Background: an optimization exercise with open tools, aiming at small area and a short achievable clock period. Do not read the settings as production practice.
The RTL was checked by simulation tests, not by an equivalence proof against the original design.
Power and IR drop assume default switching activity.

==> flow/design.v, too long to show whole: its modules and the start of the top module <==
// module fpmul_prep: 22 lines
// module fpmul_tree_0: 2582 lines
// module fpmul_tree_1: 348 lines
// module fpmul_fa: 10 lines
// module fpmul_han: 9 lines
// module fpmul_xnor2: 7 lines
// module fpmul_or2: 7 lines
// module fpmul_cpa_lo: 14 lines
// module fpmul_normalize: 17 lines
// module fpmul_round: 53 lines
// module fpmul_top: 94 lines
module fpmul_top (
	input  logic                  clk,
	input  logic                  rst,
	input  logic                  in_valid,
	input  logic [31:0]           a,
	input  logic [31:0]           b,
	output logic                  out_valid,
	output fpmul_pkg::fpmul_out_t out
);
  // ...
==> flow/flow/run.sh <==
#!/bin/bash
# The standard layout, with smaller port buffers: every input and output
# port still gets a buffer (buf_2 instead of the flow's default choice).
set -e
export BUFFER_PORTS_ARGS="-buffer_cell sky130_fd_sc_hd__buf_2"
cp standard.sh standard.sh.log
bash standard.sh > standard.log 2>&1
==> flow/standard.sh <==
#!/bin/bash
# synth_recipe.tcl (not shown) runs the flow's synth.tcl, then flattens the netlist and writes it again
# the make line also repeats each setting of config.mk as NAME=value (left out here)
make -C /OpenROAD-flow-scripts/flow DESIGN_CONFIG=/design/flow/config.mk WORK_HOME=/design/flow/orfs CLKGATE_MAP_FILE= SYNTH_SCRIPT=/design/flow/synth_recipe.tcl "${@:-finish}"
==> flow/config.mk <==
export PLATFORM = sky130hd
export DESIGN_NAME = fpmul_top
export DESIGN_NICKNAME = fpmul_top
export VERILOG_FILES = /design/flow/design.v
export SDC_FILE = /design/flow/constraint.sdc
export NUM_CORES = 4
export LEC_CHECK = 0
export CAP_MARGIN = 20
export CORE_MARGIN = 2
export CORE_UTILIZATION = 40
export SETUP_SLACK_MARGIN = 4.3
export SLEW_MARGIN = 20
export SYNTH_HIERARCHICAL = 1
export SYNTH_MINIMUM_KEEP_SIZE = 0
==> flow/constraint.sdc <==
create_clock -name core_clock -period 7.5 [get_ports {clk}]
set_input_delay 1.5000 -clock core_clock [delete_from_list [all_inputs] [get_ports {clk}]]
set_output_delay 1.5000 -clock core_clock [all_outputs]
set_load 0.01 [all_outputs]
==> impl_results.md, run 1 <==
- P_leak: 11.3 nW
- Num sequential: 379
- Ant. Diodes: 0
- Primary FF master, synth: dfxtp_1
- CP delay by family, top: adder cells
- Share of flip-flops with an asynchronous set or reset: 0%
- Non-filler cells, final: 3365
- Status: complete, no violations
- CP cell instances: fa_1 > fa_1 > xnor2_2 > inv_1 > ha_4 > xnor2_1 > nor4_1 > nand4_1 > or4_1
- Crit Reg-Reg Startpoint: r2_mid[41]
- CTS root buffer: clkbuf_16
- Largest net degree at the start of global routing: 26
- First-pass GRT wire length: 108000 um
- Worst reg2reg setup slack: 4340 ps
- DP Wirelength: 46400 um
- Peak supply drop: 0.000392 V
- All-Layer GR Usage: 19.8%
- GRT Residual Overflow: 0
- Crit-path slowest cell: fa_1
- Post-CTS Hold Fix Bufs: 0
- Layout cells sized above 1: 12.1%
- Synth top area cells: fa_1 (36%), dfxtp_1 (27%), nand2_1 (8.3%)
- Simple-gate share of the synthesized area: roughly 13%
- CP arrival: 3620 ps
- GP Congestion: 0.883
- Minimum clock period: 3160 ps
- # clk buffers: 52
- Worst hold path stage count: 0
- CP Class: flip-flop to flip-flop
- Highest Clock Rate: 317 MHz
- P per Cell Area: 415 mW/mm2
- Worst setup SP type: flip-flop
- Design area: 0.0287 mm2
- Post-synthesis adder-cell area fraction: 39.7%
- Fin Setup TNS: 0 ps
- Synth Warn #: 8
- Synth cell types: 78
- Initial DRC count: 1252
- Row count: 96
- Seq pwr share: 27.1%
- Least-Margin Pin Slew: 797 ps
- Syn Inst Count: 2540
- Flops & latches, synth: between 300 and 400
==> run 2, diff against run 1 <==
--- a/flow/config.mk
+++ b/flow/config.mk
@@ -8,7 +8,7 @@
 export CAP_MARGIN = 20
 export CORE_MARGIN = 2
 export CORE_UTILIZATION = 40
-export SETUP_SLACK_MARGIN = 4.3
+export SETUP_SLACK_MARGIN = 4.6
 export SLEW_MARGIN = 20
 export SYNTH_HIERARCHICAL = 1
 export SYNTH_MINIMUM_KEEP_SIZE = 0
==> run 2 against run 1 <==
Compared with the run above:
- register-to-register slack better by 99 ps
- power up 6.6%
- cell count up 1.9%
- largest power group unchanged
==> impl_results.md, run 2 <==
- Mapped Area: 0.0277 mm2 (unchanged)
- Rel. slew slack: 44.6% (was 46.7%)
- Final nets: 3112 (was 3052)
- Initial DRC count: 1381 (was 1252)
- Top Registers: r2_mid: 152 flops, r5_out: 36 flops (unchanged)
- Non-filler cells, final: 3428 (was 3365)
- Cell mode on critical path: fa_1 (unchanged)
- Clock transition at path regs: 60 ps (about the same)
- Least-Margin Pin Slew: 829 ps (was 797 ps)
- Initial core utilization: 40.5% (unchanged)
- Pre-antenna DRT Iters: 5 (unchanged)
- First-pass GRT wire length: 108000 um (about the same)
- Endpoint class of the critical path: flip-flop (unchanged)
- CP Buf/Inv Count: 0 (was 1)
- Row count: 96 (unchanged)
- Peak supply drop: 0.000437 V (was 0.000392 V)
- Vias per cell: 5.16 (was 5.12)
- H-tree levels: 2 (unchanged)
- CP arrival: 3490 ps (was 3620 ps)
- Placed Instances: 3273 (unchanged)
- Most frequent cells in the layout: nand2_1 (614), fa_1 (487), dfxtp_1 (349), inv_1 (109), buf_2 (104) (was nand2_1 (614), fa_1 (491), dfxtp_1 (372), inv_1 (115), buf_2 (104))
- Slowest Stage Delay on Critical Path: 560 ps (was 570 ps)
- Worst setup SP type: flip-flop (unchanged)
- Final period util: 40.8% (was 42.1%)
- RSZ-0062 raised after global routing: true (unchanged)
- Num CTS Buffers: 44 (was 43)
- Status: complete, no violations (unchanged)
- Post-synth EDFFs: 0 (unchanged)
- Largest net degree at the start of global routing: 26 (unchanged)
- Flops & latches, synth: 379 (unchanged)
- Max reg flops: 152 (unchanged)
- Core area: 0.0686 mm2 (unchanged)
- GRT Residual Overflow: 0 (unchanged)
- Primary FF master, synth: dfxtp_1 (unchanged)
- Most common cell after layout, fill and taps aside: nand2_1 (unchanged)
- All-Layer GR Usage: 19.7% (was 19.8%)
- CP max FO: 2 (was 4)
- Max-cap viol count: 0 (unchanged)
- Worst path required time: 7930 ps (was 7960 ps)
- Share of flip-flops with an asynchronous set or reset: 0% (unchanged)
- P per Cell Area: 418 mW/mm2 (was 415 mW/mm2)
- Fill count: 6243 (was 6422)
- Total power: 0.0127 W (was 0.0119 W)
- Syn Inst Count: 2540 (unchanged)
- Per-cell routed wire length: 21.4 um (was 20.4 um)
- Initial antenna violation count: 2 (was 0)
- Minimum clock period: 3060 ps (was 3160 ps)
- Wirelength, routed: 73300 um (was 68600 um)
- Synth top area cells: fa_1 (36%), dfxtp_1 (27%), nand2_1 (8.3%) (unchanged)
- CP delay by family, top: adder cells (unchanged)
- CTS root buffer: clkbuf_16 (unchanged)
- GP Congestion: 0.825 (was 0.883)
- Final Max Tran Viols: 0 (unchanged)
- P_leak: 12.0 nW (was 11.3 nW)
- Synth cell types: 78 (unchanged)
- Yosys top cell area share: 35.6% (unchanged)
- Post-synth top cells: nand2_1 (614), fa_1 (493), dfxtp_1 (379) (unchanged)
- Largest reg by FF count: r2_mid (unchanged)
- Chip Height: 267 um (unchanged)
- Clk buf depth: 3 (unchanged)
- CP cell instances: fa_1 > fa_1 > or2_1 > ha_1 > xnor2_2 > nor4_2 > nand4_1 > or4_4 (was fa_1 > fa_1 > xnor2_2 > inv_1 > ha_4 > xnor2_1 > nor4_1 > nand4_1 > or4_1)
- Synth area leader: fa_1 (unchanged)
- Syn_area_per_cell: 10.9 um2 (unchanged)
- Die area: 0.0715 mm2 (unchanged)
- Chip width: 267 um (unchanged)
- Clock Latency Late Sink: 600 ps (was 590 ps)
- Crit-path slowest cell: fa_1 (unchanged)
- Seq/Total Area, Yosys: 27.3% (unchanged)
- Final antenna-violating net count: 0 (unchanged)
- # DRC: 0 (unchanged)
- CP Class: flip-flop to flip-flop (unchanged)
- Final hold vios: 0 (unchanged)
- I/O pin total: 104 (unchanged)
- Vias in the first global route: 19400 (was 19300)
- Via count: 17700 (was 17200)
- Setup violators final: 0 (unchanged)
- Post-CTS Hold Fix Bufs: 0 (unchanged)
- Cell with the most instances after synthesis: nand2_1 (unchanged)
- Layout cells sized above 1: 17.7% (was 12.1%)
- Worst Hold Class: flip-flop to flip-flop (unchanged)
- Port buffer count: 103 (unchanged)
- Sink Count: 379 (unchanged)
- DP Wirelength: 46400 um (about the same)
- P&R area growth vs syn: 9.27% (was 3.36%)
- Fin Setup TNS: 0 ps (unchanged)
- CTS tree: yes (unchanged)
- Highest Clock Rate: 327 MHz (was 317 MHz)
- Skew final: 38.6 ps (was 22.0 ps)
- Synth Warn #: 8 (unchanged)
run 2: cell counts after synthesis:
No cell type changed its count.
run 2: layout make-up:
| cell class | instances | area (um2) | share of cell area [%] |
|---|---|---|---|
| antenna | 1 | 2.50 | 0.00825 |
| tap | 931 | 1160 | 3.84 |
| timing repair buffer | 215 | 2170 | 7.15 |
| clock inverter | 24 | 235 | 0.776 |
| clock buffer | 57 | 1220 | 4.03 |
| sequential | 379 | 7660 | 25.3 |
| multi-input combinational | 1705 | 17400 | 57.5 |
| inverter | 116 | 435 | 1.44 |
run 2: path summary, 6_finish.rpt:
check	startpoint	slack (ps)	cells past startpoint	to
hold reg to reg	r2_info[3]	300	0	r3_info[3]
setup / recovery	r2_mid[47]	4440	8	r3_lo_nz
hold / removal	r2_info[3]	300	0	r3_info[3]
setup reg to reg	r2_mid[47]	4440	8	r3_lo_nz
run 2: per-stage QoR:
stage	setup WS (ps)	utilization [%]	area (um2)	hold WS (ps)
2_1_floorplan	4590	-	27900	310
3_3_place_gp	3830	39.2	26900	312
3_5_place_dp	3720	39.2	26900	312
4_1_cts	4380	42.3	29000	307
5_1_grt	4340	44.2	30300	319
6_report	4440	44.2	30300	304
run 2: cell families after synthesis:
kind of cell	count (synthesis)	synth area share [%]
AO/OA/AOI/OAI	146	3.66
XOR/XNOR	94	3.03
adder cells (fa/ha/maj)	584	39.7
buffers and inverters	478	12.5
flip-flops	379	27.3
multiplexers	27	1.10
other	2	0.0271
AND/OR/NAND/NOR	830	12.6
run 2: report_power, final:
group	internal, W	switching, W
sequential	0.00281	0.000424
combinational	0.00354	0.00377
clock	0.00124	0.000881
run 2: what timing repair did:
| action | 4_1_cts | 5_1_grt |
|---|---|---|
| setup buffers | 29 | 28 |
| cloned | 2 | 14 |
| gates resized for setup | 88 | 192 |
| pin swaps | 30 | 47 |
| endpoints found under the setup margin | 165 | 95 |
run 2: modules after synthesis, one instance, submodules excluded, excerpt:
module           cell area (um2)  times used  cells inside
fpmul_fa                    20.0         490             1
fpmul_or2                   6.26          16             1
fpmul_top                   7620           1           385
fpmul_round                 1470           1           237
fpmul_cpa_lo                1100           1           146
fpmul_normalize             1760           1           242
fpmul_prep                   643           1            87
fpmul_tree_0                4380           1           824
fpmul_tree_1                 724           1            97
fpmul_xnor2                 8.76          16             1
run 2: per-layer routing:
metal | GRT usage [%] | wire (um) | vias up
li1 | - | - | 7521
met1 | 24.8 | 28200 | 8917
met2 | 32.2 | 33900 | 991
met3 | 4.64 | 7520 | 265
met4 | 9.25 | 3660 | 2
met5 | 0 | 13 | -
run 2: worst reg2reg max path, stage by stage (launching register included):
cell and delay, ps:
dfxtp_1 310, fa_1 560, fa_1 460, or2_1 290
ha_1 250, xnor2_2 160, nor4_2 240, nand4_1 110
or4_4 530
==> run 3, diff against run 2 <==
--- a/flow/config.mk
+++ b/flow/config.mk
@@ -8,7 +8,7 @@
 export CAP_MARGIN = 20
 export CORE_MARGIN = 2
 export CORE_UTILIZATION = 40
-export SETUP_SLACK_MARGIN = 4.6
+export SETUP_SLACK_MARGIN = 4.7
 export SLEW_MARGIN = 20
 export SYNTH_HIERARCHICAL = 1
 export SYNTH_MINIMUM_KEEP_SIZE = 0
==> run 3 against run 2 <==
Compared with the run above:
- clock power up about 10%
- combinational power increased by 4.2%
- core utilization rose by 4.3 points
- highest routed layer unchanged
- fmax is 3.3% lower
- sequential power is essentially flat
- critical path type unchanged
- critical endpoint is now r3_cin
- design area rose by 9.7%
- still clean
- sequential share of layout area is 2.0 points lower
- global-route usage up 2.6 points
- cell count is 4.4% higher
- non-clock buffer count grew 150
- die area did not move
- area after synthesis unchanged
==> impl_results.md, run 3 <==
- Synth area leader: fa_1 (unchanged)
- Sink Count: 379 (unchanged)
- Syn_area_per_cell: 10.9 um2 (unchanged)
- Peak supply drop: 0.000452 V (was 0.000437 V)
- P per Cell Area: 396 mW/mm2 (was 418 mW/mm2)
- Post-synth EDFFs: 0 (unchanged)
- Largest net degree at the start of global routing: 26 (unchanged)
- Skew final: 62.1 ps (was 38.6 ps)
- I/O pin total: 104 (unchanged)
- Wirelength, routed: 89300 um (was 73300 um)
- Final hold vios: 0 (unchanged)
- Most frequent cells in the layout: nand2_1 (602), fa_1 (408), dfxtp_1 (323), inv_1 (109), buf_2 (103) (was nand2_1 (614), fa_1 (487), dfxtp_1 (349), inv_1 (109), buf_2 (104))
- Worst setup SP type: flip-flop (unchanged)
- First-pass GRT wire length: 120000 um (was 108000 um)
- CP delay by family, top: adder cells (unchanged)
- PnR worst setup slack: 4340 ps (was 4440 ps)
- Most common cell after layout, fill and taps aside: nand2_1 (unchanged)
- Primary FF master, synth: dfxtp_1 (unchanged)
- Layout cells sized above 1: 27.1% (was 17.7%)
- Non-filler cells, final: 3580 (was 3428)
- Via count: 19700 (was 17700)
- CP cell instances: fa_1 > fa_1 > xnor2_2 > inv_1 > ha_4 > nand4_1 > or4_1 > o211ai_1 (was fa_1 > fa_1 > or2_1 > ha_1 > xnor2_2 > nor4_2 > nand4_1 > or4_4)
- Vias per cell: 5.50 (was 5.16)
- Worst hold path stage count: 0 (unchanged)
- Max-cap viol count: 0 (unchanged)
- Initial antenna violation count: 4 (was 2)
- CTS tree: yes (unchanged)
- CTS root buffer: clkbuf_16 (unchanged)
- Minimum clock period: 3160 ps (was 3060 ps)
- Fin Setup TNS: 0 ps (unchanged)
- Synth cell types: 78 (unchanged)
- RSZ-0062 raised after global routing: true (unchanged)
- Final antenna-violating net count: 0 (unchanged)
- Row count: 96 (unchanged)
- CP arrival: 3570 ps (was 3490 ps)
- Num CTS Buffers: 45 (was 44)
- Setup violators final: 0 (unchanged)
- CP Class: flip-flop to flip-flop (unchanged)
- Clock Latency Late Sink: 630 ps (was 600 ps)
- Total power: 0.0132 W (was 0.0127 W)
- All-Layer GR Usage: 22.4% (was 19.7%)
- GRT Residual Overflow: 0 (unchanged)
- Initial DRC count: 2159 (was 1381)
- Die area: 0.0715 mm2 (unchanged)
- Largest reg by FF count: r2_mid (unchanged)
- Highest Clock Rate: 316 MHz (was 327 MHz)
- Final Max Tran Viols: 0 (unchanged)
- P_leak: 13.3 nW (was 12.0 nW)
- Status: complete, no violations (unchanged)
- DP Wirelength: 45200 um (was 46400 um)
- Seq/Total Area, Yosys: 27.3% (unchanged)
- Clk buf depth: 3 (unchanged)
- Synth Warn #: 8 (unchanged)
- Rel. slew slack: 41.7% (was 44.6%)
- H-tree levels: 2 (unchanged)
- Slowest Stage Delay on Critical Path: 570 ps (was 560 ps)
- Flops & latches, synth: 379 (unchanged)
- Max reg flops: 152 (unchanged)
- Chip Height: 267 um (unchanged)
- Synth top area cells: fa_1 (36%), dfxtp_1 (27%), nand2_1 (8.3%) (unchanged)
- Share of flip-flops with an asynchronous set or reset: 0% (unchanged)
- Vias in the first global route: 20300 (was 19400)
- Least-Margin Pin Slew: 872 ps (was 829 ps)
- Cell with the most instances after synthesis: nand2_1 (unchanged)
- Crit Reg-Reg Startpoint: r2_mid[45] (was r2_mid[47])
- Syn Inst Count: 2540 (unchanged)
- Cell mode on critical path: fa_1 (unchanged)
- FF-to-FF path depth: 8 (unchanged)
- CP max FO: 2 (unchanged)
- Worst Hold Class: flip-flop to flip-flop (unchanged)
- Port buffer count: 103 (unchanged)
- Chip width: 267 um (unchanged)
- # DRC: 0 (unchanged)
- Yosys top cell area share: 35.6% (unchanged)
- Crit-path slowest cell: fa_1 (unchanged)
- CP Buf/Inv Count: 1 (was 0)
- Final nets: 3263 (was 3112)
- P&R area growth vs syn: 19.9% (was 9.27%)
- Top Registers: r2_mid: 152 flops, r5_out: 36 flops (unchanged)
- Clock transition at path regs: 60 ps (about the same)
- Worst path required time: 7910 ps (was 7930 ps)
- Per-cell routed wire length: 24.9 um (was 21.4 um)
- Crit. path cell count: 8 (unchanged)
- Core area: 0.0686 mm2 (unchanged)
- Design area: 0.0333 mm2 (was 0.0303 mm2)
- Post-synth top cells: nand2_1 (614), fa_1 (493), dfxtp_1 (379) (unchanged)
- Placed instance area: 0.0269 mm2 (about the same)
- Mapped Area: 0.0277 mm2 (unchanged)
- Placed Instances: 3268 (was 3273)
- Endpoint class of the critical path: flip-flop (unchanged)
- Hold path startpoint: r3_info[9] (was r2_info[3])
- Initial core utilization: 40.5% (unchanged)
- Final period util: 42.1% (was 40.8%)
- Critical Path Start: r2_mid[45] (was r2_mid[47])
- GP Congestion: 0.835 (was 0.825)
- Pre-antenna DRT Iters: 13 (was 5)
- Pre-CTS setup slack: 3880 ps (was 3720 ps)
[run 3: worst register-to-register path: stages, from the launching register on]
cell and delay, ps:
dfxtp_1 320, fa_1 570, fa_1 490, xnor2_2 220
inv_1 100, ha_4 280, nand4_1 120, or4_1 520
o211ai_1 330
[run 3: modules after synthesis (local to each module, per instance), a selection]
module | cells | cell area [um2]
fpmul_fa | 1 | 20.0
fpmul_cpa_lo | 146 | 1100
fpmul_normalize | 242 | 1760
fpmul_tree_0 | 824 | 4380
fpmul_round | 237 | 1470
fpmul_or2 | 1 | 6.26
fpmul_tree_1 | 97 | 724
fpmul_top | 385 | 7620
[run 3: layout make-up]
class | instances | area, um2
multi-input cells | 1705 | 17700
fillers | 5871 | 35300
clock inverters | 27 | 365
flip-flops and latches | 379 | 7760
well taps | 931 | 1160
diodes | 2 | 5.00
inverters | 116 | 435
repair buffers | 365 | 4620
clock buffers | 55 | 1210
[run 3: repair_timing]
action	4_1_cts	5_1_grt
hold buffers	0	0
endpoints found under the setup margin	196	113
endpoints found under the hold margin	0	0
pin swaps	63	94
gates resized for setup	243	219
cloned	27	26
setup buffers	101	74
[run 3: through the flow]
stage          hold slack, ps  utilization [%]
6_report                  324             48.5
5_1_grt                   327             48.5
4_1_cts                   325             45.5
3_5_place_dp              312             39.2
3_3_place_gp              311             39.2
2_1_floorplan             310                -
[run 3: logic make-up (layout without fill, tap and decap cells)]
family | Yosys count | after routing | synth area share [%]
compound gates | 146 | 146 | 3.66
xor+xnor | 94 | 95 | 3.03
fa+ha+maj | 584 | 584 | 39.7
buf+inv | 478 | 563 | 12.5
flops | 379 | 379 | 27.3
mux | 27 | 27 | 1.10
other cells | 2 | 24 | 0.0271
simple gates | 830 | 831 | 12.6
[run 3: report_power, final]
group,internal [W],switching (W)
Clock,0.00141,0.000933
Combinational,0.00368,0.00393
Sequential,0.00281,0.000422
Total,0.00789,0.00529
[run 3: metal layers]
metal / share of wire [%] / routed length [um] / GRT usage [%]
met3: 14 / 12600 / 7.62
met1: 35 / 31100 / 27.2
met5: 0.077 / 69 / 0
met4: 7.6 / 6800 / 12.3
met2: 43 / 38800 / 34.8
[run 3: worst paths after layout]
check	end	slack, ps
worst max-delay path	r3_cin	4340
worst min-delay path	r4_info[9]	320
worst max register to register	r3_cin	4340
worst min register to register	r4_info[9]	320
==> run 4, diff against run 3 <==
--- a/flow/config.mk
+++ b/flow/config.mk
@@ -8,7 +8,8 @@
 export CAP_MARGIN = 20
 export CORE_MARGIN = 2
 export CORE_UTILIZATION = 40
-export SETUP_SLACK_MARGIN = 4.7
+export CTS_BUF_LIST = sky130_fd_sc_hd__clkbuf_4 sky130_fd_sc_hd__clkbuf_8
+export SETUP_SLACK_MARGIN = 4.5
 export SLEW_MARGIN = 20
 export SYNTH_HIERARCHICAL = 1
 export SYNTH_MINIMUM_KEEP_SIZE = 0
==> run 4 against run 3 <==
Compared with the run above:
- non-clock buffer count shrank 182
- setup slack gained 86 ps
- routed wire length shrank 22%
- design area shrank 12%
- first-iteration DRC count shrank 41%
- clock-buffer cell count grew 44
- via count shrank 12%
- power shrank 6.5%
- combinational power shrank 9.8%
- synthesized cell count is the same
- largest power group unchanged
==> impl_results.md, run 4 <==
- Per-cell routed wire length: 20.2 um (was 24.9 um)
- Crit-path slowest cell: fa_1 (unchanged)
- Num CTS Buffers: 69 (was 45)
- Cell mode on critical path: fa_1 (unchanged)
- CP arrival: 3590 ps (was 3570 ps)
- RR Endpoint: r3_cin (unchanged)
- Final nets: 3105 (was 3263)
- End of the worst hold path: r3_cn[24] (was r4_info[9])
- Chip Height: 267 um (unchanged)
- Largest reg by FF count: r2_mid (unchanged)
- Post-synth top cells: nand2_1 (614), fa_1 (493), dfxtp_1 (379) (unchanged)
- Synth cell types: 78 (unchanged)
- Clock transition at path regs: 60 ps (about the same)
- Max reg flops: 152 (unchanged)
- CP cell instances: fa_1 > fa_1 > xnor2_1 > inv_1 > ha_4 > buf_4 > nand4_1 > or4_1 > o211ai_1 (was fa_1 > fa_1 > xnor2_2 > inv_1 > ha_4 > nand4_1 > or4_1 > o211ai_1)
- Sink Count: 379 (unchanged)
- First-pass GRT wire length: 108000 um (was 120000 um)
- GP Congestion: 0.873 (was 0.835)
- Final hold vios: 0 (unchanged)
- Synth top area cells: fa_1 (36%), dfxtp_1 (27%), nand2_1 (8.3%) (unchanged)
- Share of flip-flops with an asynchronous set or reset: 0% (unchanged)
- Synth Warn #: 8 (unchanged)
- Primary FF master, synth: dfxtp_1 (unchanged)
- Seq/Total Area, Yosys: 27.3% (unchanged)
- Rel. slew slack: 47.8% (was 41.7%)
- Initial core utilization: 40.5% (unchanged)
- Final period util: 41.0% (was 42.1%)
- Top Registers: r2_mid: 152 flops, r5_out: 36 flops (unchanged)
- Port buffer count: 103 (unchanged)
- Layout cells sized above 1: 16.6% (was 27.1%)
- CTS root buffer: clkbuf_8 (was clkbuf_16)
- Core area: 0.0686 mm2 (unchanged)
- Crit Reg-Reg Startpoint: r2_mid[55] (was r2_mid[45])
- DP Wirelength: 46000 um (was 45200 um)
- Initial DRC count: 1271 (was 2159)
- Final antenna-violating net count: 0 (unchanged)
- H-tree levels: 3 (was 2)
- Wirelength, routed: 69400 um (was 89300 um)
- Placed instance area: 0.0268 mm2 (was 0.0269 mm2)
- Cell with the most instances after synthesis: nand2_1 (unchanged)
- Hold path startpoint: r2_mid[151] (was r3_info[9])
- Skew final: 34.4 ps (was 62.1 ps)
- CP Class: flip-flop to flip-flop (unchanged)
- Highest Clock Rate: 325 MHz (was 316 MHz)
- Worst reg2reg setup slack: 4430 ps (was 4340 ps)
- Setup violators final: 0 (unchanged)
- Worst setup SP type: flip-flop (unchanged)
- Syn Inst Count: 2540 (unchanged)
- Global-route track usage on met1: 25.0% (was 27.2%)
- Total power: 0.0123 W (was 0.0132 W)
- Worst Hold Class: flip-flop to flip-flop (unchanged)
- CTS tree: yes (unchanged)
- Worst hold path stage count: 0 (unchanged)
- Most frequent cells in the layout: nand2_1 (614), fa_1 (487), dfxtp_1 (362), inv_1 (111), buf_2 (104) (was nand2_1 (602), fa_1 (408), dfxtp_1 (323), inv_1 (109), buf_2 (103))
- Worst path required time: 8010 ps (was 7910 ps)
- Syn_area_per_cell: 10.9 um2 (unchanged)
- Peak supply drop: 0.000432 V (was 0.000452 V)
- Clock Latency Late Sink: 650 ps (was 630 ps)
- Flops & latches, synth: 379 (unchanged)
- Slowest Stage Delay on Critical Path: 570 ps (about the same)
- Die area: 0.0715 mm2 (unchanged)
- P&R area growth vs syn: 5.95% (was 19.9%)
- Yosys top cell area share: 35.6% (unchanged)
- Design area: 0.0294 mm2 (was 0.0333 mm2)
- CP max FO: 2 (unchanged)
- Post-synth EDFFs: 0 (unchanged)
- Least-Margin Pin Slew: 780 ps (was 872 ps)
- Minimum clock period: 3070 ps (was 3160 ps)
- Synth area leader: fa_1 (unchanged)
- Met3 Track Usage GR: 5.18% (was 7.62%)
- Fin Setup TNS: 0 ps (unchanged)
- Final Max Tran Viols: 0 (unchanged)
- GRT Residual Overflow: 0 (unchanged)
- Vias per cell: 5.07 (was 5.50)
- Via count: 17400 (was 19700)
- I/O pin total: 104 (unchanged)
- Status: complete, no violations (unchanged)
- Vias in the first global route: 19700 (was 20300)
- RSZ-0062 raised after global routing: true (unchanged)
- Row count: 96 (unchanged)
- P per Cell Area: 419 mW/mm2 (was 396 mW/mm2)
- # DRC: 0 (unchanged)
- Endpoint class of the critical path: flip-flop (unchanged)
- P_leak: 11.6 nW (was 13.3 nW)
- Chip width: 267 um (unchanged)
- Top Usage Layer GRT: met2 (unchanged)
- Mapped Area: 0.0277 mm2 (unchanged)
- Largest net degree at the start of global routing: 26 (unchanged)
- Fill count: 6355 (was 5871)
- Max-cap viol count: 0 (unchanged)
- Clk buf depth: 3 (unchanged)
- Pre-antenna DRT Iters: 5 (was 13)
- FF-to-FF path depth: 9 (was 8)
- Most common cell after layout, fill and taps aside: nand2_1 (unchanged)
- Initial antenna violation count: 2 (was 4)
- All-Layer GR Usage: 19.8% (was 22.4%)
- Routing usage on met2: 31.6% (was 34.8%)
- Post-CTS Hold Fix Bufs: 0 (unchanged)
-- run 4: cell counts after synthesis --
Identical to the previous run, type by type.
-- run 4: kinds of logic after synthesis --
family          synth area share [%]
buf+inv                         12.5
mux                             1.10
simple gates                    12.6
fa+ha+maj                       39.7
xor+xnor                        3.03
flops                           27.3
compound gates                  3.66
other cells                   0.0271
-- run 4: per-layer routing --
metal | routed length (um) | up-vias
met5 | 13 | -
met4 | 3100 | 2
met3 | 7170 | 254
met2 | 32200 | 945
met1 | 27000 | 8701
li1 | - | 7514
-- run 4: worst max path at each step --
stage,start,endpoint,slack (ps),cells past startpoint
6_report,r2_mid[55],r3_cin,4430,9
5_1_grt,r2_mid[47],r3_lo_nz,4330,9
4_1_cts,r2_mid[55],r3_lo_nz,4420,9
3_5_place_dp,r4_man[12],r5_out[7],3630,10
3_3_place_gp,r4_man[12],r5_out[18],3750,10
2_1_floorplan,r2_mid[39],r3_lo_nz,4510,10
-- run 4: repair_timing --
item / in CTS / in global routing
gates cloned: 2 / 1
endpoints found under the setup margin: 125 / 104
buffers inserted: 19 / 17
endpoints found under the hold margin: 0 / 0
pin swaps: 25 / 34
gates resized for setup: 49 / 107
-- run 4: modules after synthesis, one instance, submodules excluded, excerpt --
module	area [um2]	copies in the design
fpmul_fa	20.0	490
fpmul_tree_1	724	1
fpmul_normalize	1760	1
fpmul_cpa_lo	1100	1
fpmul_xnor2	8.76	16
fpmul_round	1470	1
fpmul_prep	643	1
fpmul_top	7620	1
fpmul_or2	6.26	16
fpmul_tree_0	4380	1
-- run 4: worst max-delay path: cells and delay by family, from the launching register on --
family                   cells  cell delay (ps)
adder cells (fa/ha/maj)      3             1300
buffers and inverters        2              210
flip-flops                   1              320
AND/OR/NAND/NOR              2              700
XOR/XNOR                     1              200
AO/OA/AOI/OAI                1              200
-- run 4: layout make-up --
cell class	count	area, um2	area share [%]
timing repair buffer	183	1380	4.68
clock inverter	23	342	1.16
sequential	379	7620	25.9
clock buffer	99	1240	4.21
antenna	2	5.00	0.0170
multi-input combinational	1705	17200	58.6
tap	931	1160	3.96
inverter	116	435	1.48
-- run 4: where the power goes --
part           internal, W  leakage, nW  switching [W]
Sequential         0.00281         3.18       0.000411
Clock              0.00134        0.816       0.000880
Combinational      0.00326         7.65        0.00361
-- run 4: stage by stage --
stage          worst slack, ps  cells  utilization, %  hold slack, ps
3_3_place_gp              3750   3275            39.1             311
2_1_floorplan             4510   2560               -             310
6_report                  4430   3438            42.9             323
4_1_cts                   4420   3418            42.1             324
3_5_place_dp              3630   3275            39.1             312
5_1_grt                   4330   3437            42.9             324
==> run 5, diff against run 4 <==
--- a/flow/config.mk
+++ b/flow/config.mk
@@ -8,7 +8,6 @@
 export CAP_MARGIN = 20
 export CORE_MARGIN = 2
 export CORE_UTILIZATION = 40
-export CTS_BUF_LIST = sky130_fd_sc_hd__clkbuf_4 sky130_fd_sc_hd__clkbuf_8
 export SETUP_SLACK_MARGIN = 4.5
 export SLEW_MARGIN = 20
 export SYNTH_HIERARCHICAL = 1
==> run 5 against run 4 <==
Compared with the run above:
- first-iteration DRC count shrank 2.8%
- register-to-register slack improved by 60 ps
- clock-buffer cell count fell by 44
- core utilization is 0.20 points higher
- design area grew 0.46%
- power rose by 3.0%
- routed wire length shrank 0.12%
- critical path depth increased by 4
- worst hold slack barely moved
- fmax up 1.9%
- clock power hardly changed
- sequential share of layout area decreased by 0.13 points
==> impl_results.md, run 5 <==
- Rel. slew slack: 50.0% (was 47.8%)
- Post-CTS Hold Fix Bufs: 0 (unchanged)
- CP Buf/Inv Count: 2 (unchanged)
- Pre-antenna DRT Iters: 7 (was 5)
- Flops & latches, synth: 379 (unchanged)
- PnR worst setup slack: 4480 ps (was 4430 ps)
- Worst Hold Class: flip-flop to flip-flop (unchanged)
- Initial core utilization: 40.5% (unchanged)
- Top Registers: r2_mid: 152 flops, r5_out: 36 flops (unchanged)
- Syn Inst Count: 2540 (unchanged)
- CP arrival: 3480 ps (was 3590 ps)
- Worst setup SP type: flip-flop (unchanged)
- Post-synth EDFFs: 0 (unchanged)
- Final Max Tran Viols: 0 (unchanged)
- CP max FO: 5 (was 2)
- Crit. path cell count: 13 (was 9)
- GP Congestion: 0.873 (unchanged)
- Most common cell after layout, fill and taps aside: nand2_1 (unchanged)
- Core area: 0.0686 mm2 (unchanged)
- Via count: 17400 (about the same)
- Final antenna-violating net count: 0 (unchanged)
- Max-cap viol count: 0 (unchanged)
- Final period util: 40.2% (was 41.0%)
- Status: complete, no violations (unchanged)
- Clock Latency Late Sink: 580 ps (was 650 ps)
- CTS root buffer: clkbuf_16 (was clkbuf_8)
- Primary FF master, synth: dfxtp_1 (unchanged)
- Peak supply drop: 0.000424 V (was 0.000432 V)
- Chip width: 267 um (unchanged)
- Syn_area_per_cell: 10.9 um2 (unchanged)
- Highest Clock Rate: 332 MHz (was 325 MHz)
- Skew final: 14.8 ps (was 34.4 ps)
- Max reg flops: 152 (unchanged)
- Port buffer count: 103 (unchanged)
- P_leak: 11.6 nW (about the same)
- H-tree levels: 2 (was 3)
- Per-cell routed wire length: 20.4 um (was 20.2 um)
- Fin Setup TNS: 0 ps (unchanged)
- Chip Height: 267 um (unchanged)
- Least-Margin Pin Slew: 747 ps (was 780 ps)
- Synth Warn #: 8 (unchanged)
- Seq/Total Area, Yosys: 27.3% (unchanged)
- Total power: 0.0127 W (was 0.0123 W)
- P&R area growth vs syn: 6.44% (was 5.95%)
- Layout cells sized above 1: 15.7% (was 16.6%)
- P per Cell Area: 430 mW/mm2 (was 419 mW/mm2)
- Yosys top cell area share: 35.6% (unchanged)
- Clock transition at path regs: 60 ps (about the same)
- Worst hold path stage count: 0 (unchanged)
- Largest net degree at the start of global routing: 26 (unchanged)
- Largest reg by FF count: r2_mid (unchanged)
- CP cell instances: and3_4 > and3_4 > and4_4 > nand3_2 > or4_4 > inv_2 > ha_4 > and3b_1 > nand4_1 > a32oi_4 > nand3b_1 > clkbuf_16 > nor2_2 (was fa_1 > fa_1 > xnor2_1 > inv_1 > ha_4 > buf_4 > nand4_1 > or4_1 > o211ai_1)
- Pre-CTS setup slack: 3630 ps (unchanged)
- RSZ-0062 raised after global routing: true (unchanged)
- Endpoint class of the critical path: flip-flop (unchanged)
- Row count: 96 (unchanged)
- Setup violators final: 0 (unchanged)
- Initial antenna violation count: 1 (was 2)
- Wirelength, routed: 69300 um (was 69400 um)
- Worst-case hold slack: 323 ps (about the same)
- GRT Residual Overflow: 0 (unchanged)
- Vias per cell: 5.12 (was 5.07)
- Synth area leader: fa_1 (unchanged)
- Cell with the most instances after synthesis: nand2_1 (unchanged)
- Clk buf depth: 3 (unchanged)
- Share of flip-flops with an asynchronous set or reset: 0% (unchanged)
- Most frequent cells in the layout: nand2_1 (614), fa_1 (488), dfxtp_1 (363), inv_1 (109), buf_2 (104) (was nand2_1 (614), fa_1 (487), dfxtp_1 (362), inv_1 (111), buf_2 (104))
- Num CTS Buffers: 43 (was 69)
- Slowest Stage Delay on Critical Path: 460 ps (was 570 ps)
- Final hold vios: 0 (unchanged)
- Synth top area cells: fa_1 (36%), dfxtp_1 (27%), nand2_1 (8.3%) (unchanged)
- Minimum clock period: 3020 ps (was 3070 ps)
- CP delay by family, top: simple AND/OR/NAND/NOR gates (was adder cells)
- Synth cell types: 78 (unchanged)
- Sink Count: 379 (unchanged)
- Initial DRC count: 1235 (was 1271)
- Ant. Diodes: 0 (was 2)
- CTS tree: yes (unchanged)
- # DRC: 0 (unchanged)
- DP Wirelength: 46000 um (unchanged)
- Mapped Area: 0.0277 mm2 (unchanged)
- Post-synth top cells: nand2_1 (614), fa_1 (493), dfxtp_1 (379) (unchanged)
- Vias in the first global route: 19400 (was 19700)
- I/O pin total: 104 (unchanged)
- Final nets: 3084 (was 3105)
- CP Class: flip-flop to flip-flop (unchanged)
- FF-to-FF path depth: 13 (was 9)
- Die area: 0.0715 mm2 (unchanged)
- Worst path required time: 7970 ps (was 8010 ps)
- All-Layer GR Usage: 19.7% (was 19.8%)
- First-pass GRT wire length: 108000 um (about the same)
- Crit-path slowest cell: or4_4 (was fa_1)
- Cell mode on critical path: and3_4 (was fa_1)
- Fill count: 6316 (was 6355)
==> run 5: cell counts after synthesis <==
No cell type changed its count.
==> run 5: path summary, 6_finish.rpt <==
kind,end,slack (ps),from
max,r5_out[22],4480,r4_man[12]
min,r4_info[2],320,r3_info[2]
max reg2reg,r5_out[22],4480,r4_man[12]
min reg2reg,r4_info[2],320,r3_info[2]
==> run 5: worst reg2reg max path, delay by kind of cell (launching register included) <==
family / cells / cell delay [ps]
and+or+nand+nor: 9 / 1830
DFF: 1 / 370
buffers and inverters: 2 / 310
AOI/OAI and AO/OA: 1 / 280
adders and majority gates: 1 / 130
==> run 5: logic make-up after synthesis <==
kind of cell / synth area share (%)
adders and majority gates: 39.7
DFF: 27.3
buffers and inverters: 12.5
xor gates and xnor gates: 3.03
and+or+nand+nor: 12.6
muxes: 1.10
AOI/OAI and AO/OA: 3.66
other: 0.0271
==> run 5: per-layer routing <==
layer	vias up	global-route usage (%)	wire length, um
met5	-	0	13
met4	2	8.93	3030
met3	239	4.70	6700
met2	966	31.8	32400
met1	8731	25.0	27200
li1	7462	-	-
==> run 5: where the power goes <==
group / switching (W) / internal, W / total, W
combinational: 0.00376 / 0.00351 / 0.00726
clock: 0.000880 / 0.00133 / 0.00221
sequential: 0.000407 / 0.00281 / 0.00322
==> run 5: layout make-up <==
cell class	instances	area, um2	share of cell area [%]
multi-input cells	1705	17300	58.7
flip-flops and latches	379	7620	25.8
repair buffers	188	1480	5.00
clock buffers	55	1170	3.97
well taps	931	1160	3.94
inverters	116	435	1.47
clock inverters	23	328	1.11
==> run 5: timing repair <==
item	4_1_cts	5_1_grt
gates cloned	2	2
endpoints found under the setup margin	124	108
setup buffers	15	25
gates resized for setup	51	132
pin swaps	26	47
==> run 5: through the flow <==
| stage | utilization [%] | instances | cell area (um2) |
|---|---|---|---|
| final | 43.1 | 3397 | 29500 |
| after global routing | 43.1 | 3397 | 29500 |
| after CTS | 41.9 | 3370 | 28800 |
| after detailed placement | 39.1 | 3275 | 26800 |
| after global placement | 39.1 | 3275 | 26800 |
| after floorplan | - | 2560 | 27800 |
==> run 5: Yosys stat by module (local to each module, per instance), excerpt <==
| module | times used | flip-flops and latches | cells inside |
|---|---|---|---|
| fpmul_prep | 1 | 0 | 87 |
| fpmul_round | 1 | 0 | 237 |
| fpmul_fa | 490 | 0 | 1 |
| fpmul_tree_1 | 1 | 0 | 97 |
| fpmul_top | 1 | 379 | 385 |
| fpmul_tree_0 | 1 | 0 | 824 |
| fpmul_or2 | 16 | 0 | 1 |
| fpmul_cpa_lo | 1 | 0 | 146 |
| fpmul_normalize | 1 | 0 | 242 |
==> run 6, diff against run 5 <==
--- a/flow/config.mk
+++ b/flow/config.mk
@@ -8,6 +8,8 @@
 export CAP_MARGIN = 20
 export CORE_MARGIN = 2
 export CORE_UTILIZATION = 40
+export CTS_CLUSTER_DIAMETER = 100
+export CTS_CLUSTER_SIZE = 24
 export SETUP_SLACK_MARGIN = 4.5
 export SLEW_MARGIN = 20
 export SYNTH_HIERARCHICAL = 1
==> run 6 against run 5 <==
Compared with the run above:
- still clean
- routed wire length decreased by 1.5%
- non-clock buffer count did not move
- sequential share of layout area increased by 0.78 points
- clock skew up 9.4 ps
- area after synthesis stayed put
- largest power group unchanged
==> impl_results.md, run 6 <==
- Cell with the most instances after synthesis: nand2_1 (unchanged)
- # DRC: 0 (unchanged)
- Clk network pwr share: 10.8% (was 17.4%)
- Non-filler cells, final: 3348 (was 3397)
- Most frequent cells in the layout: nand2_1 (613), fa_1 (489), dfxtp_1 (363), inv_1 (111), buf_2 (104) (was nand2_1 (614), fa_1 (488), dfxtp_1 (363), inv_1 (109), buf_2 (104))
- Share of flip-flops with an asynchronous set or reset: 0% (unchanged)
- Final hold vios: 0 (unchanged)
- Initial antenna violation count: 1 (unchanged)
- Worst Hold Class: flip-flop to flip-flop (unchanged)
- Seq pwr share: 28.2% (was 25.4%)
- Flops & latches, synth: 379 (unchanged)
- Switching part of the total: 41.8% (was 39.7%)
- Status: complete, no violations (unchanged)
- Ant. Diodes: 0 (unchanged)
- Primary FF master, synth: dfxtp_1 (unchanged)
- Sink Count: 379 (unchanged)
- Seq/Total Area, Yosys: 27.3% (unchanged)
- Worst hold path stage count: 0 (unchanged)
- Largest net degree at the start of global routing: 26 (unchanged)
- End of the worst hold path: r3_info[2] (was r4_info[2])
- Initial DRC count: 1257 (was 1235)
- Rel. slew slack: 46.9% (was 50.0%)
- Syn_area_per_cell: 10.9 um2 (unchanged)
- Chip Height: 267 um (unchanged)
- Final Max Tran Viols: 0 (unchanged)
- I/O pin total: 104 (unchanged)
- Post-synth EDFFs: 0 (unchanged)
- Clock Latency Late Sink: 570 ps (was 580 ps)
- Final nets: 3062 (was 3084)
- Vias per cell: 5.13 (was 5.12)
- CTS tree: yes (unchanged)
- DP Wirelength: 46000 um (unchanged)
- Layout cells sized above 1: 14.2% (was 15.7%)
- PnR worst setup slack: 4440 ps (was 4480 ps)
- P&R area growth vs syn: 3.29% (was 6.44%)
- Peak supply drop: 0.000550 V (was 0.000424 V)
- Row count: 96 (unchanged)
- Design area: 0.0287 mm2 (was 0.0295 mm2)
- Post-CTS Hold Fix Bufs: 0 (unchanged)
- Top Registers: r2_mid: 152 flops, r5_out: 36 flops (unchanged)
- Worst path required time: 7950 ps (was 7970 ps)
- Internal Power: 0.00662 W (was 0.00765 W)
- Placed Instances: 3275 (unchanged)
- Worst reg2reg setup slack: 4440 ps (was 4480 ps)
- Synth top area cells: fa_1 (36%), dfxtp_1 (27%), nand2_1 (8.3%) (unchanged)
- CP arrival: 3510 ps (was 3480 ps)
- Comb power frac: 61.0% (was 57.2%)
- Core Util, Final: 41.8% (was 43.1%)
- Num CTS Buffers: 21 (was 43)
- Placed instance area: 0.0268 mm2 (unchanged)
- First-pass GRT wire length: 107000 um (was 108000 um)
- Synth cell types: 78 (unchanged)
- Syn Inst Count: 2540 (unchanged)
- Hold path startpoint: r2_info[2] (was r3_info[2])
- CP Class: flip-flop to flip-flop (unchanged)
- Switching Power: 0.00476 W (was 0.00504 W)
- Worst setup SP type: flip-flop (unchanged)
- Initial core utilization: 40.5% (unchanged)
- RR Endpoint: r5_out[20] (was r5_out[22])
- GP Congestion: 0.873 (unchanged)
- Vias in the first global route: 19200 (was 19400)
- Yosys top cell area share: 35.6% (unchanged)
- CP max FO: 5 (unchanged)
- Minimum clock period: 3060 ps (was 3020 ps)
- CTS root buffer: clkbuf_16 (unchanged)
- Skew final: 24.2 ps (was 14.8 ps)
- Setup violators final: 0 (unchanged)
- Die area: 0.0715 mm2 (unchanged)
- Endpoint class of the critical path: flip-flop (unchanged)
- Max-cap viol count: 0 (unchanged)
- Fill count: 6407 (was 6316)
- Chip width: 267 um (unchanged)
- P_leak: 11.2 nW (was 11.6 nW)
- Final period util: 40.8% (was 40.2%)
- Clk buf depth: 3 (unchanged)
- FF-to-FF path depth: 14 (was 13)
- Synth area leader: fa_1 (unchanged)
- Pre-antenna DRT Iters: 7 (unchanged)
- Clock transition at path regs: 90 ps (was 60 ps)
- Pre-CTS setup slack: 3630 ps (unchanged)
- Largest reg by FF count: r2_mid (unchanged)
- Wirelength, routed: 68300 um (was 69300 um)
- Fin Setup TNS: 0 ps (unchanged)
- Core area: 0.0686 mm2 (unchanged)
- All-Layer GR Usage: 19.4% (was 19.7%)
- Crit Reg-Reg Startpoint: r4_man[13] (was r4_man[12])
- RSZ-0062 raised after global routing: true (unchanged)
- Per-cell routed wire length: 20.4 um (about the same)
- Highest Clock Rate: 327 MHz (was 332 MHz)
- Port buffer count: 103 (unchanged)
- H-tree levels: 1 (was 2)
- Final antenna-violating net count: 0 (unchanged)
- Most common cell after layout, fill and taps aside: nand2_1 (unchanged)
- Post-synth top cells: nand2_1 (614), fa_1 (493), dfxtp_1 (379) (unchanged)
- Via count: 17200 (was 17400)
- GRT Residual Overflow: 0 (unchanged)
- Synth Warn #: 8 (unchanged)
- P per Cell Area: 397 mW/mm2 (was 430 mW/mm2)
- Max reg flops: 152 (unchanged)
- Least-Margin Pin Slew: 794 ps (was 747 ps)
- Mapped Area: 0.0277 mm2 (unchanged)
[run 6: cell types whose count changed in the layout (fill, tap and decap cells not counted), sizes merged]
cell	change
inv	-2
clkbuf	-33
bufinv	-6
clkinvlp	-5
clkinv	-4
buf	+1
[run 6: layout make-up]
class	count	area (um2)	area share (%)
Clock buffer	23	543	1.89
Sequential cell	379	7610	26.6
Inverter	116	435	1.52
Timing Repair Buffer	188	1490	5.21
Tap cell	931	1160	4.06
Multi-Input combinational cell	1705	17300	60.5
Clock inverter	6	71.3	0.249
[run 6: power by group through the flow]
stage	Sequential, W	Clock [W]	Combinational, W
after floorplan	0.00318	0	0.00618
after global placement	0.00324	0	0.00595
after detailed placement	0.00326	0	0.00608
after CTS	0.00321	0.00128	0.00660
after global routing	0.00328	0.00134	0.00774
final	0.00320	0.00123	0.00695
[run 6: cell families (layout without fill, tap and decap cells)]
family,Yosys count,after routing,synth area share (%)
and+or+nand+nor,830,831,12.6
adders and majority gates,584,584,39.7
buffers and inverters,478,333,12.5
DFF,379,379,27.3
AOI/OAI and AO/OA,146,146,3.66
xor gates and xnor gates,94,95,3.03
muxes,27,27,1.10
other,2,22,0.0271
[run 6: worst max path at each step]
stage                     cells after the start          to  startpoint
after global placement                       10  r5_out[18]  r4_man[12]
final                                        14  r5_out[20]  r4_man[13]
after CTS                                     9    r3_lo_nz  r2_mid[31]
after detailed placement                     10   r5_out[7]  r4_man[12]
after floorplan                              10    r3_lo_nz  r2_mid[39]
after global routing                         14  r5_out[19]  r4_man[12]
[run 6: routing by layer]
metal  share of wire (%)  vias to the layer above  global-route usage [%]
met5               0.019                        -                       0
met3                 9.1                      231                    4.06
li1                    -                     7380                       -
met1                  40                     8666                    25.2
met4                 4.3                        2                    7.82
met2                  47                      911                    31.6
[run 6: critical path, stage by stage, from the launching register on]
cell and delay (ps):
dfxtp_2 350, and3_4 180, and3_4 210, and4_4 230, nand3_2 80, or4_4 560
inv_2 90, ha_4 130, and3b_1 150, nand4_1 160, a32oi_4 300, nand3b_1 190
buf_4 140, buf_12 130, nor2_4 30
[run 6: modules after synthesis (local to each module, per instance), excerpt]
module / copies in the design / area [um2]
fpmul_tree_1: 1 / 724
fpmul_top: 1 / 7620
fpmul_round: 1 / 1470
fpmul_prep: 1 / 643
fpmul_or2: 16 / 6.26
fpmul_tree_0: 1 / 4380
fpmul_normalize: 1 / 1760
fpmul_cpa_lo: 1 / 1100
fpmul_fa: 490 / 20.0
fpmul_xnor2: 16 / 8.76
[run 6: metrics by stage]
step           total power [W]  hold slack (ps)
4_1_cts                 0.0111              319
3_5_place_dp           0.00934              312
5_1_grt                 0.0124              322
6_report                0.0114              319
2_1_floorplan          0.00936              310
3_3_place_gp           0.00919              311
[run 6: timing repair]
item,CTS,global route
pin swaps,29,54
buffers inserted,19,21
setup endpoints to repair,129,98
gates resized for setup,53,141
gates cloned,3,1
==> run 7, diff against run 6 <==
--- a/flow/config.mk
+++ b/flow/config.mk
@@ -8,8 +8,8 @@
 export CAP_MARGIN = 20
 export CORE_MARGIN = 2
 export CORE_UTILIZATION = 40
-export CTS_CLUSTER_DIAMETER = 100
-export CTS_CLUSTER_SIZE = 24
+export CTS_CLUSTER_DIAMETER = 200
+export CTS_CLUSTER_SIZE = 30
 export SETUP_SLACK_MARGIN = 4.5
 export SLEW_MARGIN = 20
 export SYNTH_HIERARCHICAL = 1
==> run 7 against run 6 <==
Compared with the run above:
- still clean
- critical path depth is 1 lower
- die area stayed put
- design area is 0.53% lower
- clock skew is 2.1 ps lower
- via count is 0.24% lower
- critical endpoint is now r4_man[22]
- largest power group unchanged
==> impl_results.md, run 7 <==
- Layout cells sized above 1: 13.9% (was 14.2%)
- GP Congestion: 0.873 (unchanged)
- CP Class: flip-flop to flip-flop (unchanged)
- P_leak: 11.2 nW (about the same)
- CTS tree: yes (unchanged)
- Setup violators final: 0 (unchanged)
- Vias per cell: 5.13 (about the same)
- Final antenna-violating net count: 0 (unchanged)
- Final nets: 3061 (was 3062)
- Placed instance area: 0.0268 mm2 (unchanged)
- Clk buf depth: 3 (unchanged)
- Fin Setup TNS: 0 ps (unchanged)
- Rel. slew slack: 46.1% (was 46.9%)
- Worst path required time: 7930 ps (was 7950 ps)
- Multi-input gate area: 0.0173 mm2 (about the same)
- Mapped Area: 0.0277 mm2 (unchanged)
- GRT Residual Overflow: 0 (unchanged)
- Pre-antenna DRT Iters: 6 (was 7)
- Least-Margin Pin Slew: 806 ps (was 794 ps)
- Chip Height: 267 um (unchanged)
- Post-synth top cells: nand2_1 (614), fa_1 (493), dfxtp_1 (379) (unchanged)
- Seq/Total Area, Yosys: 27.3% (unchanged)
- Largest net degree at the start of global routing: 31 (was 26)
- H-tree levels: 1 (unchanged)
- Num CTS Buffers: 16 (was 21)
- Vias in the first global route: 19200 (about the same)
- P per Cell Area: 394 mW/mm2 (was 397 mW/mm2)
- Syn_area_per_cell: 10.9 um2 (unchanged)
- Share of flip-flops with an asynchronous set or reset: 0% (unchanged)
- Reg area: 0.00762 mm2 (was 0.00761 mm2)
- Syn Inst Count: 2540 (unchanged)
- Post-synth EDFFs: 0 (unchanged)
- Synth top area cells: fa_1 (36%), dfxtp_1 (27%), nand2_1 (8.3%) (unchanged)
- Via count: 17100 (was 17200)
- Per-cell routed wire length: 20.5 um (was 20.4 um)
- Worst setup SP type: flip-flop (unchanged)
- Most frequent cells in the layout: nand2_1 (614), fa_1 (488), dfxtp_1 (361), inv_1 (111), buf_2 (104) (was nand2_1 (613), fa_1 (489), dfxtp_1 (363), inv_1 (111), buf_2 (104))
- Cell with the most instances after synthesis: nand2_1 (unchanged)
- Port buffer count: 103 (unchanged)
- Initial antenna violation count: 1 (unchanged)
- Top Registers: r2_mid: 152 flops, r5_out: 36 flops (unchanged)
- Initial core utilization: 40.5% (unchanged)
- First-pass GRT wire length: 106000 um (was 107000 um)
- Max reg flops: 152 (unchanged)
- Worst-case hold slack: 335 ps (was 319 ps)
- P&R area growth vs syn: 2.74% (was 3.29%)
- Most common cell after layout, fill and taps aside: nand2_1 (unchanged)
- CTS root buffer: clkbuf_16 (unchanged)
- Fill count: 6411 (was 6407)
- CP arrival: 3510 ps (about the same)
- Largest reg by FF count: r2_mid (unchanged)
- Flops & latches, synth: 379 (unchanged)
- Minimum clock period: 3080 ps (was 3060 ps)
- Post-CTS Hold Fix Bufs: 0 (unchanged)
- Design area: 0.0285 mm2 (was 0.0287 mm2)
- Status: complete, no violations (unchanged)
- Final hold vios: 0 (unchanged)
- Synth cell types: 78 (unchanged)
- Yosys top cell area share: 35.6% (unchanged)
- Final Max Tran Viols: 0 (unchanged)
- Primary FF master, synth: dfxtp_1 (unchanged)
- Worst Hold Class: flip-flop to flip-flop (unchanged)
- Sink Count: 379 (unchanged)
- RSZ-0062 raised after global routing: true (unchanged)
- Skew final: 22.1 ps (was 24.2 ps)
- DP Wirelength: 46000 um (unchanged)
- I/O pin total: 104 (unchanged)
- All-Layer GR Usage: 19.3% (was 19.4%)
- Chip width: 267 um (unchanged)
- Max-cap viol count: 0 (unchanged)
- Synth Warn #: 8 (unchanged)
- Initial DRC count: 1211 (was 1257)
- Final period util: 41.1% (was 40.8%)
- Clock Latency Late Sink: 550 ps (was 570 ps)
- CP max FO: 3 (was 5)
- # DRC: 0 (unchanged)
- Clock transition at path regs: 110 ps (was 90 ps)
- Highest Clock Rate: 324 MHz (was 327 MHz)
- Peak supply drop: 0.000530 V (was 0.000550 V)
- Die area: 0.0715 mm2 (unchanged)
- Core area: 0.0686 mm2 (unchanged)
- Synth area leader: fa_1 (unchanged)
- Endpoint class of the critical path: flip-flop (unchanged)
- Row count: 96 (unchanged)
- Wirelength, routed: 68600 um (was 68300 um)
## run 7: cell counts after synthesis
No cell type changed its count.
## run 7: cell type report
| cell class | count | area share, % |
|---|---|---|
| multi-input combinational | 1705 | 60.7 |
| sequential | 379 | 26.7 |
| timing repair buffer | 192 | 5.42 |
| tap | 931 | 4.09 |
| inverter | 116 | 1.53 |
| clock buffer | 17 | 1.49 |
| clock inverter | 2 | 0.0571 |
| antenna | 1 | 0.00878 |
## run 7: report_power, final
part           total, W  switching, W  leakage, nW  internal [W]
combinational   0.00699       0.00366         7.77       0.00334
clock           0.00105      0.000634        0.214      0.000415
sequential      0.00320      0.000398         3.18       0.00280
## run 7: logic make-up after synthesis
group	count (synthesis)	share of synthesized area, %
and+or+nand+nor	830	12.6
adders and majority gates	584	39.7
buffers and inverters	478	12.5
DFF	379	27.3
AOI/OAI and AO/OA	146	3.66
xor gates and xnor gates	94	3.03
muxes	27	1.10
other	2	0.0271
## run 7: path summary, 6_finish.rpt
check                           cells after the start         from  slack, ps          end
worst max-delay path                               13       r3_cin       4420   r4_man[22]
worst max register to register                     13       r3_cin       4420   r4_man[22]
worst min-delay path                                0  r2_info[12]        330  r3_info[12]
worst min register to register                      0  r2_info[12]        330  r3_info[12]
## run 7: metal layers
layer / track usage [%] / wire (um)
met3: 3.97 / 6030
met5: 0 / 13
met1: 25.1 / 27600
met4: 7.52 / 2510
met2: 31.8 / 32500
## run 7: what timing repair did
action                     CTS  global route
pin swaps                   29            37
setup endpoints to repair  129           108
resized for setup           58           123
cloned                       2             3
buffers inserted            18            25
## run 7: metrics by stage
stage | total power (W) | instances | utilization (%) | worst slack (ps)
floorplan | 0.00936 | 2560 | - | 4510
detailed placement | 0.00934 | 3275 | 39.1 | 3630
global route | 0.0122 | 3342 | 41.6 | 4330
global placement | 0.00919 | 3275 | 39.1 | 3750
CTS | 0.0109 | 3314 | 40.4 | 4400
finish | 0.0112 | 3343 | 41.6 | 4420
## run 7: Yosys stat by module, one instance, submodules excluded, a selection
module	copies in the design	flip-flops and latches	cells inside	cell area (um2)
fpmul_top	1	379	385	7620
fpmul_tree_0	1	0	824	4380
fpmul_normalize	1	0	242	1760
fpmul_round	1	0	237	1470
fpmul_cpa_lo	1	0	146	1100
fpmul_tree_1	1	0	97	724
fpmul_prep	1	0	87	643
fpmul_fa	490	0	1	20.0
fpmul_xnor2	16	0	1	8.76
fpmul_or2	16	0	1	6.26
## run 7: worst max-delay path: stages (launching register included)
cell,delay (ps)
dfxtp_2,330
inv_2,40
fa_2,250
fa_2,250
nor2b_4,50
o31a_1,250
o41a_1,380
or4_4,480
nand3_4,100
a21boi_4,70
buf_6,140
a221oi_4,280
xnor2_1,90
mux2_4,260
==> run 8, diff against run 7 <==
--- a/flow/config.mk
+++ b/flow/config.mk
@@ -9,7 +9,7 @@
 export CORE_MARGIN = 2
 export CORE_UTILIZATION = 40
 export CTS_CLUSTER_DIAMETER = 200
-export CTS_CLUSTER_SIZE = 30
+export CTS_CLUSTER_SIZE = 20
 export SETUP_SLACK_MARGIN = 4.5
 export SLEW_MARGIN = 20
 export SYNTH_HIERARCHICAL = 1
==> run 8 against run 7 <==
Compared with the run above:
- clock power grew 14%
- highest routed layer unchanged
- setup slack better by 40 ps
- sequential power about the same
- clock skew is 3.3 ps lower
- area after synthesis stayed put
- core utilization increased by 0.14 points
==> impl_results.md, run 8 <==
- Synth Warn #: 8 (unchanged)
- Crit Reg-Reg Startpoint: r3_cin (unchanged)
- GP Congestion: 0.873 (unchanged)
- Sink Count: 379 (unchanged)
- Setup violators final: 0 (unchanged)
- Endpoint class of the critical path: flip-flop (unchanged)
- Final antenna-violating net count: 0 (unchanged)
- RSZ-0062 raised after global routing: true (unchanged)
- Seq/Total Area, Yosys: 27.3% (unchanged)
- CP arrival: 3500 ps (was 3510 ps)
- Per-cell routed wire length: 20.6 um (was 20.5 um)
- CP max FO: 3 (unchanged)
- Vias per cell: 5.13 (about the same)
- P&R area growth vs syn: 3.08% (was 2.74%)
- Die area: 0.0715 mm2 (unchanged)
- Syn_area_per_cell: 10.9 um2 (unchanged)
- P_leak: 11.2 nW (about the same)
- Synth top area cells: fa_1 (36%), dfxtp_1 (27%), nand2_1 (8.3%) (unchanged)
- Pre-CTS setup slack: 3630 ps (unchanged)
- Yosys top cell area share: 35.6% (unchanged)
- Design area: 0.0286 mm2 (was 0.0285 mm2)
- Num CTS Buffers: 22 (was 16)
- Share of flip-flops with an asynchronous set or reset: 0% (unchanged)
- DP Wirelength: 46000 um (unchanged)
- FF-to-FF path depth: 13 (unchanged)
- Via count: 17200 (was 17100)
- CTS tree: yes (unchanged)
- Cell with the most instances after synthesis: nand2_1 (unchanged)
- Largest reg by FF count: r2_mid (unchanged)
- Post-synth EDFFs: 0 (unchanged)
- # DRC: 0 (unchanged)
- Highest Clock Rate: 329 MHz (was 324 MHz)
- Minimum clock period: 3040 ps (was 3080 ps)
- Fin Setup TNS: 0 ps (unchanged)
- Least-Margin Pin Slew: 778 ps (was 806 ps)
- Final hold vios: 0 (unchanged)
- H-tree levels: 1 (unchanged)
- Core area: 0.0686 mm2 (unchanged)
- Worst reg2reg setup slack: 4460 ps (was 4420 ps)
- Worst hold path stage count: 0 (unchanged)
- All-Layer GR Usage: 19.4% (was 19.3%)
- Initial antenna violation count: 2 (was 1)
- CTS root buffer: clkbuf_16 (unchanged)
- Most frequent cells in the layout: nand2_1 (614), fa_1 (488), dfxtp_1 (359), inv_1 (109), buf_2 (104) (was nand2_1 (614), fa_1 (488), dfxtp_1 (361), inv_1 (111), buf_2 (104))
- Worst setup SP type: flip-flop (unchanged)
- Max-cap viol count: 0 (unchanged)
- Layout cells sized above 1: 14.2% (was 13.9%)
- Initial DRC count: 1198 (was 1211)
- Rel. slew slack: 47.9% (was 46.1%)
- Vias in the first global route: 19100 (was 19200)
- Primary FF master, synth: dfxtp_1 (unchanged)
- Pre-antenna DRT Iters: 5 (was 6)
- Clk buf depth: 3 (unchanged)
- Worst-case hold slack: 328 ps (was 335 ps)
- Post-synth top cells: nand2_1 (614), fa_1 (493), dfxtp_1 (379) (unchanged)
- Final Max Tran Viols: 0 (unchanged)
- RR Endpoint: r4_man[22] (unchanged)
- Peak supply drop: 0.000438 V (was 0.000530 V)
- Crit path to: r4_man[22] (unchanged)
- Largest net degree at the start of global routing: 26 (was 31)
- Top Registers: r2_mid: 152 flops, r5_out: 36 flops (unchanged)
- Worst Hold Class: flip-flop to flip-flop (unchanged)
- First-pass GRT wire length: 107000 um (was 106000 um)
- P per Cell Area: 402 mW/mm2 (was 394 mW/mm2)
- Chip Height: 267 um (unchanged)
- Status: complete, no violations (unchanged)
- Final period util: 40.6% (was 41.1%)
- Syn Inst Count: 2540 (unchanged)
- Initial core utilization: 40.5% (unchanged)
- Max reg flops: 152 (unchanged)
- CP Class: flip-flop to flip-flop (unchanged)
- Mapped Area: 0.0277 mm2 (unchanged)
- Worst path required time: 7950 ps (was 7930 ps)
- Critical Path Start: r3_cin (unchanged)
- Port buffer count: 103 (unchanged)
- I/O pin total: 104 (unchanged)
- Ant. Diodes: 0 (was 1)
- Flops & latches, synth: 379 (unchanged)
- GRT Residual Overflow: 0 (unchanged)
- Non-filler cells, final: 3346 (was 3343)
- PnR worst setup slack: 4460 ps (was 4420 ps)
- Placed instance area: 0.0268 mm2 (unchanged)
- Wirelength, routed: 68800 um (was 68600 um)
- Most common cell after layout, fill and taps aside: nand2_1 (unchanged)
- Placed Instances: 3275 (unchanged)
- Clock transition at path regs: 90 ps (was 110 ps)
- Post-CTS Hold Fix Bufs: 0 (unchanged)
- Synth cell types: 78 (unchanged)
- Synth area leader: fa_1 (unchanged)
- Clock Latency Late Sink: 570 ps (was 550 ps)
- Chip width: 267 um (unchanged)
- Row count: 96 (unchanged)
- Skew final: 18.8 ps (was 22.1 ps)
- Final nets: 3066 (was 3061)
run 8: changes by cell type in the layout (fill, tap and decap cells not counted), moves of 4 or more:
cell and change:
mux2_1 +4, mux2_4 -8, clkbuf_16 +4, mux2_2 +4
run 8: per-stage QoR:
step / utilization (%) / total power (W)
4_1_cts: 40.6 / 0.0111
6_report: 41.7 / 0.0115
2_1_floorplan: - / 0.00936
3_5_place_dp: 39.1 / 0.00934
5_1_grt: 41.7 / 0.0125
3_3_place_gp: 39.1 / 0.00919
run 8: what timing repair did:
action / CTS / global route
buffers inserted: 18 / 25
setup endpoints to repair: 130 / 108
pin swaps: 30 / 35
resized for setup: 61 / 119
cloned: 2 / 2
run 8: cells by family after synthesis:
group / share of synthesized area [%]
muxes: 1.10
other: 0.0271
DFF: 27.3
xor gates and xnor gates: 3.03
and+or+nand+nor: 12.6
AOI/OAI and AO/OA: 3.66
adders and majority gates: 39.7
buffers and inverters: 12.5
run 8: routing by layer:
layer	vias up	wire (um)	global-route usage, %
met5	-	23	0
met2	946	32200	32.0
li1	7374	-	-
met3	227	6720	4.05
met1	8610	26900	25.0
met4	4	2860	7.52
run 8: worst max-delay path, cell delays in order (launching register included):
cell and delay [ps]:
dfxtp_2 320, inv_2 40, fa_2 230, fa_2 240, nor2b_4 50, o31a_1 250
o41a_1 380, or4_4 480, nand3_4 100, a21boi_4 70, buf_6 130, a221oi_4 260
xnor2_1 100, mux2_4 260
run 8: area by class of cell:
type	count	area, um2
clock buffers	23	554
clock inverters	1	16.3
fillers	6399	40000
inverters	116	435
multi-input cells	1705	17300
flip-flops and latches	379	7620
well taps	931	1160
repair buffers	191	1500
run 8: worst min-delay path by stage:
stage                     start          end
floorplan            r2_info[0]   r3_info[0]
global placement    r2_mid[148]    r3_sn[23]
detailed placement   r3_info[3]   r4_info[3]
CTS                 r2_mid[144]    r3_sn[21]
global route         r2_info[9]   r3_info[9]
finish              r3_info[12]  r4_info[12]
run 8: power breakdown:
part | internal (W) | total [W] | leakage (nW) | switching [W]
Sequential | 0.00281 | 0.00320 | 3.18 | 0.000397
Clock | 0.000528 | 0.00120 | 0.279 | 0.000671
Combinational | 0.00339 | 0.00708 | 7.72 | 0.00370
Total | 0.00672 | 0.0115 | 11.2 | 0.00477
run 8: modules after synthesis, one instance, submodules excluded, excerpt:
module / flops+latches / copies in the design / cells inside
fpmul_tree_0: 0 / 1 / 824
fpmul_normalize: 0 / 1 / 242
fpmul_round: 0 / 1 / 237
fpmul_tree_1: 0 / 1 / 97
fpmul_prep: 0 / 1 / 87
fpmul_fa: 0 / 490 / 1
fpmul_or2: 0 / 16 / 1

-- static timing again, ports no longer ideal --
In the flow no input, the clock included, has a driving cell. The finished layouts below were timed again as built, in two steps.
Step 1: set_driving_cell puts a clkbuf_16 on clk and a buf_2 on each other input, an assumption about the parent block.
Step 2 adds t to the input delays and takes it off the output delays; t is the mean of the earliest and latest rising clock arrival at the registers after step 1. Input paths then give back, and output paths get back, about the clock's delay inside the block.
a / b / c = no drivers / after step 1 / after step 2; a / b = the first two.
run | t, ns | slack for setup (ns) | hold slack, ns | worst setup path after step 2 | worst slew at a driven data input, ns
run 1 | 0.641 | 4.344 / 4.344 / 4.344 | 0.315 / 0.315 / 0.315 | register to register | 0.07
run 2 | 0.635 | 4.444 / 4.444 / 4.444 | 0.304 / 0.304 / 0.304 | register to register | 0.08
run 3 | 0.659 | 4.340 / 4.340 / 4.340 | 0.324 / 0.324 / 0.324 | register to register | 0.04
run 4 | 0.696 | 4.426 / 4.426 / 4.426 | 0.323 / 0.323 / 0.323 | register to register | 0.08
run 5 | 0.634 | 4.484 / 4.484 / 4.484 | 0.323 / 0.323 / 0.323 | register to register | 0.08
run 6 | 0.626 | 4.442 / 4.442 / 4.442 | 0.319 / 0.319 / 0.319 | register to register | 0.08
run 7 | 0.601 | 4.416 / 4.416 / 4.416 | 0.335 / 0.335 / 0.335 | register to register | 0.07
run 8 | 0.617 | 4.457 / 4.457 / 4.457 | 0.328 / 0.328 / 0.328 | register to register | 0.08
After both steps setup and hold are still met in every run listed.
